Source: an optimization exercise on an open RTL-to-GDS flow (aim: small area, a short achievable clock period and few clock cycles). Production flows keep margins and buffers that such runs may drop.
Where RTL was checked, it was by simulation tests only, not by an equivalence proof against the original.
Power and IR drop assume default switching activity.

indigo:
Design sixteen_lane_string_hash, start of the top module:
module sixteen_lane_string_hash (
  input  wire logic                         clk,
  input  wire logic                         rst,
  input  wire logic                         s_tvalid,
  output      logic                         s_tready,
  input  wire logic [slsh_pkg::S_DATA_W-1:0] s_tdata,    
  input  wire logic                         s_tuser,    
  input  wire logic                         s_tlast,    
  output      logic                         m_tvalid,
  input  wire logic                         m_tready,
  output      logic [slsh_pkg::M_DATA_W-1:0] m_tdata,    
  output      logic                         m_tlast     
);
Size: roughly 12000 cells after synthesis, ~120 I/O pins, about 0.099 mm^2 of cells after synthesis.
export LEC_CHECK = 0
export ABC_AREA = 1
export CAP_MARGIN = 20
export CORE_MARGIN = 2
export CORE_UTILIZATION = 40
export SLEW_MARGIN = 20
export TNS_END_PERCENT = 5
create_clock -name core_clock -period 17.0 [get_ports {clk}]
standard.sh (not shown) runs the stock make flow with config.mk's settings and CLKGATE_MAP_FILE= SYNTH_SCRIPT=/design/flow/synth_recipe.tcl, a recipe that flattens the netlist after the stock synthesis.
==> flow/flow/run.sh <==
#!/bin/bash
# Standard layout with two changes:
#  - between synthesis and floorplan, flow/polarity.py pushes inverters through
#    full-adder cells (a full adder is self-dual), removing most of the inverters
#    synthesis leaves between the adders of the carry-save trees; registers are
#    not touched;
#  - timing repair aims for the setup margin in flow/margin (ns) instead of the
#    default, so that the achieved period is pushed below the clock period.
# The constraints (constraint.sdc) are the standard flow's, unchanged.
set -euo pipefail
work=$(pwd)
res=$work/orfs/results/${FLOW_PLATFORM:-sky130hd}/sixteen_lane_string_hash/base
margin=$(cat flow/margin 2>/dev/null || echo 0)
bash standard.sh synth > "$work/synth.log" 2>&1
cp "$res/1_2_yosys.v" "$work/1_2_yosys.orig.v"
python3 flow/polarity.py "$work/1_2_yosys.orig.v" "$res/1_2_yosys.v" > "$work/polarity.log" 2>&1
bash standard.sh "SETUP_SLACK_MARGIN=$margin" finish > "$work/layout.log" 2>&1
test -f out/final.def
Other scripts of this flow, unchanged in this note and not shown: flow/flow/margin, flow/flow/polarity.py
indigo did not stop at any stage, and its layout met the timing, DRC and antenna checks.
Testbench counts of indigo, summed over its fixed seeds: cycles 20,958.
For violet, these inputs were changed with respect to indigo:
Settings: ABC_AREA: 1 -> unset; TNS_END_PERCENT: 5 -> unset.
## What came out
Ratio of final minimum period to clock period: violet vs indigo up 0.63 points. Comparing final standard cell utilization of the core for violet and indigo, the bigger number came from violet. Critical path depth was lower in indigo than in violet. violet vs indigo — pin count of the biggest net entering global routing dropped by more than a quarter. violet vs indigo, count of clock-buffer cells in the layout went down by about 12%. Between violet and indigo, the final critical-path required period is higher for violet. From indigo to violet the numbers moved as follows: total CTS buffers shows a reduction of 4.7%, routed wire length decreased 1.8%.
diff inputs: violet => quartz
Settings: ABC_CLOCK_PERIOD_IN_PS now 4000, previously not set.
[summary]
From quartz to violet, total power did not move at all. [compare] base=violet new=quartz: combined buffer and inverter count along the critical path level; final core utilization level; number of clock-tree buffers in the layout level; total wire length after detailed routing level; number of buffers outside the clock class in the layout level. Diff quartz..violet | total overflow reported by the global router | unchanged.
Modified inputs, raven compared to quartz
Settings: an added ABC_AREA of 1; a deleted ABC_CLOCK_PERIOD_IN_PS that had been 4000.
Findings:
Compared with quartz, raven shows a higher minimum setup slack in the final design.
raven vs. quartz: average footprint of a synthesized cell now smaller; via count of the first global-routing pass grew by about 13%; worst-case headroom to the max-slew limit lower; post-detailed-routing wire length increased about 2.3%.
Changes in ember relative to raven:
Settings: swapping 40 for 60 in CORE_UTILIZATION; clearing ABC_AREA, which used to be 1.
## What came out
Density: ember denser than raven
In terms of buffer levels on the longest clock path, ember and raven differ only marginally.
ember — global placement routability congestion 4.3% higher, raven as reference
From raven to ember the numbers moved as follows: power density of the placed cells up about 8%, count of inverters other than clock inverters in the layout down 1275.
Inputs modified between ember and nickel:
Settings: ABC_CLOCK_PERIOD_IN_PS newly set to 8000; CORE_UTILIZATION changed from 60 to 40.
Notes after the runs:
- Final period utilization is lower on ember
- Looking at overall power consumption, nickel sits below ember.
- | average via count per standard cell | nickel vs ember | about 11% lower |
- Diff ember -> nickel: post-route worst setup slack decreased 0.031 ns; utilization after layout decreased 23 points; met1 wire length increased 8.6%; fraction of layout cells with a size suffix above 1 decreased 1.0 points.
- nickel reports its worst setup path startpoint as lanes[201]$_SDFFE_PP0P_ while ember reports sl_code[67]$_DFFE_PN_.

02-20:
sixteen_lane_string_hash, a different RTL version from the one above (not shown whole).
Size in the first run: ~120 I/O pins, roughly 0.093 mm^2 of cells after synthesis.
clock: 17.0 ns
lec_check: 0
abc_clock_period_in_ps: 4000
cap_margin: 20
core_margin: 2
core_utilization: 40
slew_margin: 20
==> flow/flow/margin <==
12
Scripts as last shown in full above: flow/flow/run.sh
Other scripts of this flow, unchanged in this note and not shown: flow/flow/polarity.py
Modified inputs, 11-12 compared to 02-20
Settings: ABC_CLOCK_PERIOD_IN_PS removed (was 4000).
==> flow/flow/margin <==
11
==> comparison <==
11-12 | status: complete | timing, DRC, antenna: pass. Going from 02-20 to 11-12, the fmax was found to have gone down by about 10%. Critical path's slowest cell = sky130_fd_sc_hd__clkdlybuf4s50_1: 11-12; critical path's slowest cell = sky130_fd_sc_hd__edfxtp_1: 02-20. Between 02-20 and 11-12, met2 routing resource usage after global routing is lower for 11-12, 02-20 comes in above that. Compared with 02-20, in 11-12 final area shows a reduction of about 8%; count of clock buffers in the final design fell 3.8%; sequential cell area shrank by 280 um^2; worst setup slack now smaller.
No functional check of the RTL was part of any run of this note.

what the ideal ports hide:
How much do the figures lean on ideal ports? The routed layouts below were timed once more, with nothing changed but the port constraints. Step 1, drivers: a clkbuf_16 drives clk and a buf_2 each remaining input, both assumed. Step 2 moves the port delays by t, midway between the first and last clock arrival at a register: inputs arrive t later, outputs are due t later. That takes back most of the time a late clock gives input paths. Slacks: no drivers / after step 1 / after step 2; pairs: no drivers / after step 1.
| run | t (ns) | setup slack, ns | hold WS [ns] | worst setup path after step 2 |
|---|---|---|---|---|
| indigo | 0.878 | 11.822 / 11.726 / 11.529 | 0.466 / 0.466 / 0.466 | input to register |
| violet | 0.851 | 11.715 / 11.715 / 11.445 | 0.478 / 0.478 / 0.478 | input to register |
| quartz | 0.851 | 11.715 / 11.715 / 11.445 | 0.478 / 0.478 / 0.478 | input to register |
| raven | 0.880 | 12.085 / 11.987 / 11.519 | 0.466 / 0.466 / 0.466 | input to register |
| ember | 0.833 | 11.745 / 11.745 / 11.660 | 0.479 / 0.479 / 0.479 | input to register |
| nickel | 0.851 | 11.715 / 11.715 / 11.445 | 0.478 / 0.478 / 0.478 | input to register |
| 02-20 | 0.869 | 11.598 / 11.498 / 11.586 | 0.477 / 0.477 / 0.477 | input to register |
| 11-12 | 0.888 | 11.029 / 10.926 / 11.162 | 0.471 / 0.471 / 0.471 | register to register |
After both steps every run listed still meets setup and hold. For raven, which loses most, drivers alone change the setup slack by -0.098 ns; drivers and shift together by -0.566 ns.
